This is an optimization exercise on Yosys and OpenROAD, whose aim is small area, not a production implementation. The RTL was checked by simulation tests, not by an equivalence proof against the original design.

$ cat design.v
package aurora_lite_pkg;
    localparam logic [1:0] hdr_data = 2'b01;
    localparam logic [1:0] hdr_ctrl = 2'b10;
    localparam int scr_state_w = 58;
    function automatic logic [scr_state_w+64-1:0] scramble_step(
        input logic [64-1:0] din,
        input logic [scr_state_w-1:0]   state_in
    );
        logic [scr_state_w-1:0]   s;
        logic [64-1:0] dout;
        s = state_in;
        for (int i = 64 - 1; i >= 0; i--) begin
            dout[i] = din[i] ^ s[38] ^ s[57];
            s = {s[scr_state_w-2:0], dout[i]};
        end
        scramble_step = {s, dout};
    endfunction
    function automatic logic [scr_state_w+64-1:0] descramble_step(
        input logic [64-1:0] din,
        input logic [scr_state_w-1:0]   state_in
    );
        logic [scr_state_w-1:0]   s;
        logic [64-1:0] dout;
        s = state_in;
        for (int i = 64 - 1; i >= 0; i--) begin
            dout[i] = din[i] ^ s[38] ^ s[57];
            s = {s[scr_state_w-2:0], din[i]};
        end
        descramble_step = {s, dout};
    endfunction
endpackage
`timescale 1ns/1ps
module tx_encoder (
    input  logic                     clk160,
    input  logic                     rst,
    input  logic [1:0]               pattern_sel,
    input  logic [64-1:0] user_word,
    input  logic                     block_next,
    output logic [66-1:0]   block
);
    logic [64-1:0] count;
    logic [64-1:0] payload;
    logic [1:0]               header;
    logic [64-1:0] scr_word;
    logic [aurora_lite_pkg::scr_state_w-1:0]   scr_state;
    logic [aurora_lite_pkg::scr_state_w-1:0]   scr_state_nx;
    always_comb begin
        case (pattern_sel)
            2'd1: begin
                payload = count;
                header  = aurora_lite_pkg::hdr_data;
            end
            2'd2: begin
                payload = user_word;
                header  = aurora_lite_pkg::hdr_data;
            end
            default: begin
                payload = 64'hB0B5_C0CA_C01A_CAFE;
                header  = aurora_lite_pkg::hdr_ctrl;
            end
        endcase
    end
    assign {scr_state_nx, scr_word} = aurora_lite_pkg::scramble_step(payload, scr_state);
    always_ff @(posedge clk160) begin
        if (rst) begin
            count     <= '0;
            scr_state <= '1;
        end else if (block_next) begin
            scr_state <= scr_state_nx;
            if (pattern_sel == 2'd1) begin
                count <= count + 64'(1);
            end
        end
    end
    always_ff @(posedge clk160) begin
        if (block_next) begin
            block <= {header, scr_word};
        end
    end
endmodule
`timescale 1ns/1ps
module tx_gearbox (
    input  logic                   clk160,
    input  logic                   rst,
    input  logic [66-1:0] block,
    output logic                   block_next,
    output logic [32-1:0]  tx_data
);
    localparam int buf_w = 66 + 32;
    localparam int seq_n = 33;
    logic [buf_w-1:0] res_q;
    logic [buf_w-1:0] merged;
    logic [5:0]       seq;
    logic [5:0]       seq_ahead;
    logic [6:0]       cnt;
    logic             load;
    function automatic logic [6:0] res_bits(input logic [5:0] s);
        logic [11:0] prod;
        prod = 12'(s) * 12'(66 - 32);
        res_bits = 7'(prod % 12'(66));
    endfunction
    assign cnt  = res_bits(seq);
    assign load = (cnt < 7'(32));
    assign seq_ahead = (seq >= 6'(seq_n - 2)) ? seq - 6'(seq_n - 2) : seq + 6'd2;
    always_comb begin
        merged = res_q;
        if (load) begin
            merged = res_q | ({block, {32{1'b0}}} >> cnt);
        end
    end
    always_ff @(posedge clk160) begin
        if (rst) begin
            seq        <= 6'd31;
            res_q      <= '0;
            tx_data    <= '0;
            block_next <= 1'b0;
        end else begin
            seq        <= (seq == 6'(seq_n - 1)) ? 6'd0 : seq + 6'd1;
            tx_data    <= merged[buf_w-1 -: 32];
            res_q      <= merged << 32;
            block_next <= (res_bits(seq_ahead) < 7'(32));
        end
    end
endmodule
`timescale 1ns/1ps
module rx_gearbox (
    input  logic                  clk160,
    input  logic                  rst,
    input  logic [32-1:0] rx_data,
    input  logic                  slip,
    output logic [66-1:0] block,
    output logic                  block_valid
);
    localparam int buf_w = 66 + 32;
    logic [buf_w-1:0] acc_q;
    logic [buf_w-1:0] merged;
    logic [buf_w-1:0] aligned;
    logic [6:0]       cnt_q;
    logic [6:0]       total;
    logic [6:0]       avail;
    logic             full;
    always_comb begin
        merged = acc_q | ({rx_data, {66{1'b0}}} >> cnt_q);
        total  = cnt_q + 7'(32);
        if (slip) begin
            aligned = merged << 1;
            avail   = total - 7'd1;
        end else begin
            aligned = merged;
            avail   = total;
        end
    end
    assign full = (avail >= 7'(66));
    always_ff @(posedge clk160) begin
        if (rst) begin
            acc_q           <= '0;
            cnt_q           <= '0;
            block_valid <= 1'b0;
        end else begin
            block_valid <= full;
            if (full) begin
                acc_q <= aligned << 66;
                cnt_q <= avail - 7'(66);
            end else begin
                acc_q <= aligned;
                cnt_q <= avail;
            end
        end
    end
    always_ff @(posedge clk160) begin
        if (full) begin
            block <= aligned[buf_w-1 -: 66];
        end
    end
endmodule
`timescale 1ns/1ps
module block_sync (
    input  logic clk160,
    input  logic rst,
    input  logic [66-1:0] block,
    input  logic block_valid,
    output logic slip,
    output logic locked
);
    localparam int sh_w   = $clog2(64);
    localparam int inv_w  = $clog2(16 + 1);
    localparam int wait_w = $clog2(8 + 1);
    logic [sh_w-1:0]   sh_cnt;
    logic [inv_w-1:0]  inv_cnt;
    logic [wait_w-1:0] wait_cnt;
    logic [1:0]        header;
    logic              hdr_ok;
    logic              window_end;
    logic              inv_limit;
    assign header     = block[66-1 -: 2];
    assign hdr_ok     = (header == aurora_lite_pkg::hdr_data) || (header == aurora_lite_pkg::hdr_ctrl);
    assign window_end = (sh_cnt == sh_w'(64 - 1));
    assign inv_limit  = (inv_cnt == inv_w'(16 - 1));
    always_ff @(posedge clk160) begin
        if (rst) begin
            locked <= 1'b0;
            slip   <= 1'b0;
            sh_cnt     <= '0;
            inv_cnt    <= '0;
            wait_cnt   <= '0;
        end else begin
            slip <= 1'b0;
            if (block_valid) begin
                if (wait_cnt != '0) begin
                    wait_cnt <= wait_cnt - 1'b1;
                end else if (!locked) begin
                    if (!hdr_ok) begin
                        slip <= 1'b1;
                        sh_cnt   <= '0;
                        wait_cnt <= wait_w'(8);
                    end else if (window_end) begin
                        locked <= 1'b1;
                        sh_cnt     <= '0;
                        inv_cnt    <= '0;
                    end else begin
                        sh_cnt <= sh_cnt + 1'b1;
                    end
                end else begin
                    if (!hdr_ok && inv_limit) begin
                        locked <= 1'b0;
                        slip   <= 1'b1;
                        sh_cnt     <= '0;
                        inv_cnt    <= '0;
                        wait_cnt   <= wait_w'(8);
                    end else if (window_end) begin
                        sh_cnt  <= '0;
                        inv_cnt <= '0;
                    end else begin
                        sh_cnt <= sh_cnt + 1'b1;
                        if (!hdr_ok) begin
                            inv_cnt <= inv_cnt + 1'b1;
                        end
                    end
                end
            end
        end
    end
endmodule
`timescale 1ns/1ps
module rx_checker (
    input  logic                     clk160,
    input  logic                     rst,
    input  logic [66-1:0]   block,
    input  logic                     block_valid,
    input  logic                     locked,
    output logic [64-1:0] rx_word,
    output logic                     rx_word_valid,
    output logic [32-1:0] ber_cnt
);
    logic [aurora_lite_pkg::scr_state_w-1:0]   dsc_state;
    logic [aurora_lite_pkg::scr_state_w-1:0]   dsc_state_nx;
    logic [64-1:0] dsc_word;
    logic [32-1:0] err_bits;
    logic [1:0]               header;
    logic                     primed;
    logic                     take;
    assign header = block[66-1 -: 2];
    assign take   = block_valid && locked;
    assign {dsc_state_nx, dsc_word} = aurora_lite_pkg::descramble_step(block[64-1:0], dsc_state);
    assign err_bits = 32'($countones(dsc_word ^ 64'hB0B5_C0CA_C01A_CAFE));
    always_ff @(posedge clk160) begin
        if (rst) begin
            dsc_state     <= '1;
            primed        <= 1'b0;
            rx_word_valid <= 1'b0;
            ber_cnt       <= '0;
        end else begin
            rx_word_valid <= 1'b0;
            if (!locked) begin
                dsc_state <= '1;
                primed    <= 1'b0;
            end else if (block_valid) begin
                dsc_state <= dsc_state_nx;
                primed    <= 1'b1;
                if (primed && header == aurora_lite_pkg::hdr_data) begin
                    rx_word_valid <= 1'b1;
                end
                if (primed && header == aurora_lite_pkg::hdr_ctrl) begin
                    ber_cnt <= ber_cnt + err_bits;
                end
            end
        end
    end
    always_ff @(posedge clk160) begin
        if (take && header == aurora_lite_pkg::hdr_data) begin
            rx_word <= dsc_word;
        end
    end
endmodule
`timescale 1ns/1ps
module aurora_lite_top (
    input  logic                     clk160,
    input  logic                     rst,
    input  logic [1:0]               pattern_sel,
    input  logic [64-1:0] user_word,
    output logic [32-1:0]    tx_data,
    input  logic [32-1:0]    rx_data,
    output logic                     rx_locked,
    output logic [64-1:0] rx_word,
    output logic                     rx_word_valid,
    output logic [32-1:0] ber_cnt
);
    logic [66-1:0] tx_block;
    logic                   tx_block_next;
    logic [66-1:0] rx_block;
    logic                   rx_block_valid;
    logic                   rx_slip;
    tx_encoder u_tx_encoder (
        .clk160      (clk160),
        .rst         (rst),
        .pattern_sel (pattern_sel),
        .user_word   (user_word),
        .block_next  (tx_block_next),
        .block       (tx_block)
    );
    tx_gearbox u_tx_gearbox (
        .clk160     (clk160),
        .rst        (rst),
        .block      (tx_block),
        .block_next (tx_block_next),
        .tx_data    (tx_data)
    );
    rx_gearbox u_rx_gearbox (
        .clk160  (clk160),
        .rst     (rst),
        .rx_data (rx_data),
        .slip        (rx_slip),
        .block       (rx_block),
        .block_valid (rx_block_valid)
    );
    block_sync u_block_sync (
        .clk160 (clk160),
        .rst    (rst),
        .block       (rx_block),
        .block_valid (rx_block_valid),
        .slip        (rx_slip),
        .locked      (rx_locked)
    );
    rx_checker u_rx_checker (
        .clk160        (clk160),
        .rst           (rst),
        .block         (rx_block),
        .block_valid   (rx_block_valid),
        .locked        (rx_locked),
        .rx_word       (rx_word),
        .rx_word_valid (rx_word_valid),
        .ber_cnt       (ber_cnt)
    );
endmodule
$ cat run.sh
#!/bin/bash
# synth_recipe.tcl (not shown) runs the flow's synth.tcl, then flattens the netlist and writes it again
# the make line also repeats each setting of config.mk as NAME=value (left out here)
make -C /OpenROAD-flow-scripts/flow DESIGN_CONFIG=/design/flow/config.mk WORK_HOME=/design/flow/orfs CLKGATE_MAP_FILE= SYNTH_SCRIPT=/design/flow/synth_recipe.tcl finish
$ cat config.mk
export PLATFORM = sky130hd
export DESIGN_NAME = aurora_lite_top
export DESIGN_NICKNAME = aurora_lite_top
export VERILOG_FILES = /design/flow/design.v
export SDC_FILE = /design/flow/constraint.sdc
export NUM_CORES = 4
export LEC_CHECK = 0
export CAP_MARGIN = 20
export CORE_MARGIN = 2
export CORE_UTILIZATION = 40
export SLEW_MARGIN = 20
$ cat constraint.sdc
create_clock -name core_clock -period 10.0 [get_ports {clk160}]
set_input_delay 2.0000 -clock core_clock [delete_from_list [all_inputs] [get_ports {clk160}]]
set_output_delay 2.0000 -clock core_clock [all_outputs]
set_load 0.01 [all_outputs]
==> run summary <==
-- registers in the layout, summed over array words and instances, names as in the netlist, 7 cells and up --
register	flops
u_rx_gearbox.acc_q	98
u_rx_gearbox.block	66
u_tx_encoder.block	66
u_tx_gearbox.res_q	66
u_rx_checker.rx_word	64
u_tx_encoder.count	64
u_rx_checker.dsc_state	58
u_tx_encoder.scr_state	58
u_rx_checker.ber_cnt	32
u_tx_gearbox.tx_data	32
u_rx_gearbox.cnt_q	7
-- layer usage --
layer / wire length (um) / global-route usage
met1: 55800 / 0.3516
met2: 50700 / 0.3456
met3: 10520 / 0.05000
met4: 2713 / 0.06209
met5: 9 / 0
-- critical path: cells and delay by family (launching register included) --
kind	cells	cell delay (ps)
adder cells (fa/ha/maj)	2	1410
XOR/XNOR	1	230
buffers and inverters	3	1090
AND/OR/NAND/NOR	7	2400
AO/OA/AOI/OAI	7	2380
flip-flops	1	730
multiplexers	1	180
-- final cells by class --
| class | instances | share of cell area |
|---|---|---|
| Clock buffer | 103 | 0.04824 |
| Clock inverter | 31 | 0.007813 |
| Inverter | 128 | 0.01099 |
| Multi-Input combinational cell | 3071 | 0.5019 |
| Sequential cell | 638 | 0.3350 |
| Tap cell | 1265 | 0.03594 |
| Timing Repair Buffer | 276 | 0.06009 |
-- layout by cell type (no fill, tap or decap), types with 21 or more instances in the layout --
master	n
and3_1	43
a221oi_1	34
a211oi_1	35
and2_1	91
xnor2_1	276
o21ai_0	130
mux2i_1	332
nor3_1	75
o211ai_1	34
nor2_1	411
nor2b_1	21
a21oi_1	231
fa_1	57
o221ai_1	34
buf_4	47
clkbuf_16	77
a31oi_1	27
ha_1	63
nand2_1	430
clkdlybuf4s50_1	228
xor2_1	89
dfxtp_1	435
nand4_1	28
mux2_2	41
or3_1	42
inv_1	121
a22oi_1	60
nand3_1	85
edfxtp_1	196
mux4_2	54
-- cell families (layout without fill, tap and decap cells) --
family	Yosys count	count (layout)
simple gates	1316	1316
compound gates	835	835
flops	638	638
mux	427	427
buf+inv	391	538
xor+xnor	368	368
fa+ha+maj	123	123
other cells	1	2
-- final timing paths --
kind         cells past startpoint                     end                    from  slack, ps
max                             21  u_tx_gearbox.res_q[90]     u_tx_gearbox.seq[2]       1370
min                              2  u_tx_gearbox.res_q[75]  u_tx_gearbox.res_q[43]        440
max reg2reg                     21  u_tx_gearbox.res_q[90]     u_tx_gearbox.seq[2]       1370
min reg2reg                      2  u_tx_gearbox.res_q[75]  u_tx_gearbox.res_q[43]        440
-- per-stage QoR --
stage	instance area (um^2)	hold slack, ps
final	44040	435.2
after global routing	44040	448.9
after CTS	44040	437.3
after detailed placement	41570	422.0
after global placement	41570	416.9
after floorplan	38450	408.8
==> impl_metrics.sql <==
INSERT INTO impl_metrics (metric_group, metric, value, unit) VALUES
('sta', 'max_freq', '115.9', 'MHz'),
('setup_path', 'kind_of_end_point_of_the_critical_path', 'register', ''),
('yosys', 'simple_logic_cell_fraction_of_the_synthesized_area', '0.1575', ''),
('yosys', 'synthesis.yosys.warnings', '5', ''),
('global_routing', 'grt_pass1_vias', '29339', ''),
('layout', 'finalCoreUtilization', '0.4628', ''),
('detailed_routing', 'detailroute.via_count', '31473', ''),
('clock_network', 'ctsHtreeMaxLevel', '3', ''),
('yosys', 'synth_top_family_by_area', 'simple AND/OR/NAND/NOR gates', ''),
('clock_network', 'cts_buffer_depth', '3', ''),
('placement', 'quantity_of_i_o_buffers_inserted_on_ports', '229', ''),
('yosys', 'synth_ff_type', 'dfxtp_1', ''),
('setup_path', 'required', '10510', 'ps'),
('clock_network', 'post-cts-setup-buffer-count', '0', ''),
('sta', 'fin_crit', '8626', 'ps'),
('floorplanning', 'start_util', '0.4040', ''),
('sta', 'finalCritPeriodShare', '0.8626', ''),
('floorplanning', 'die_h', '314.0', 'um'),
('global_routing', 'grt_overflow', '0', ''),
('yosys', 'synth.most_common_cell', 'dfxtp_1', ''),
('clock_network', 'cts_buffers', '74', ''),
('run_status', 'outcome', 'timing/DRC/antenna clean', ''),
('detailed_routing', 'vias_per_cell', '5.710', ''),
('layout', 'finalNetCount', '4412', ''),
('global_routing', 'grt_start_max_net_pins', '78', ''),
('detailed_routing', 'detail-route-antenna-nets', '0', ''),
('yosys', 'ys_seq_area_frac', '0.3833', ''),
('yosys', 'synth_top_cells_by_area', 'dfxtp_1 23%, edfxtp_1 15%, mux2i_1 8.6%, xnor2_1 6.3%, nand2_1 4.2%', ''),
('clock_network', 'clock_tree.root_cell', 'clkbuf_16', ''),
('global_routing', 'gr-usage-all-layers', '0.2365', ''),
('yosys', 'post_syn_area', '38440', 'um^2'),
('sta', 'timing_hold_violations_final', '0', ''),
('detailed_routing', 'routed_wl', '119700', 'um'),
('setup_path', 'critPathMaxStageDelay', '750', 'ps'),
('yosys', 'synthDominantAreaCellType', 'dfxtp_1', ''),
('job', 'max-cap-violations', '0', ''),
('min_path', 'hp_class', 'register to register', ''),
('yosys', 'number_of_distinct_standard_cells_referenced_by_the_synthesized_netlist', '112', ''),
('sta', 'worst_clock_skew', '27.29', 'ps'),
('clock_network', 'worst_setup_hold_path_clk_slew', '60', 'ps'),
('sta', 'setup_total_negative_slack', '0', 'ps'),
('yosys', 'synth.top_cell.area_share', '0.2302', ''),
('yosys', 'synth_commonest_cells', '442 x dfxtp_1, 431 x nand2_1, 413 x nor2_1', ''),
('placement', 'dp.final_hpwl', '89320', 'um'),
('clock_network', 'cts_tree', 'built', ''),
('setup_path', 'critPathLaunchType', 'register', ''),
('global_routing', 'antenna_found_initial', '6', ''),
('yosys', 'synth_compound_gate_area_share', '0.1501', ''),
('placement', 'gp_congestion', '0.9520', ''),
('floorplanning', 'coreArea', '95150', 'um^2'),
('clock_network', 'cts_repair_resize_count', '0', ''),
('yosys', 'number_of_cells_produced_by_synthesis', '4099', ''),
('placement', 'place_worst_setup_slack', '1470', 'ps'),
('detailed_routing', 'detailedRoute.firstIterationViolations', '3406', ''),
('floorplanning', 'die_area', '98600', 'um^2'),
('layout', 'finalNonFillerCells', '5512', ''),
('layout', 'area_of_the_multi_input_gates', '22110', 'um^2'),
('layout', 'num-fill-cells', '9011', ''),
('layout', 'n_antenna_cell', '0', ''),
('yosys', 'async_flop_share', '0', ''),
('setup_path', 'timing_worst_setup_path_type', 'register to register', ''),
('global_routing', 'grt_pass1_wl', '180900', 'um'),
('floorplanning', 'ios', '230', ''),
('sta', 'setup-violations-final', '0', ''),
('setup_path', 'slowest_cell_on_crit_path', 'fa_1', '');

## re-timing with driven ports
Ports are ideal in the flow. The routed layout listed here was re-timed in OpenROAD. Step 1 (the two cells are an assumption about what drives the block):
set clk [get_ports {clk160}]
set_driving_cell -lib_cell sky130_fd_sc_hd__clkbuf_16 $clk
set_driving_cell -lib_cell sky130_fd_sc_hd__buf_2 [delete_from_list [all_inputs] $clk]
Step 2 moves the port delays by t, midway between the first and last clock arrival at a register: inputs arrive t later, outputs are due t later. That takes back most of the time a late clock gives input paths. a / b / c = ideal / step 1 / step 2; a / b = the first two.
t, ns: 0.701
setup slack, ns: 1.374 / 1.374 / 1.374
hold slack, ns: 0.435 / 0.435 / 0.435
worst setup path at the end: register to register
pins driven straight from the clock port: 1
After both steps setup and hold are still met in this run. For this run, drivers alone change the setup slack by 0.000 ns; drivers and shift together by 0.000 ns.
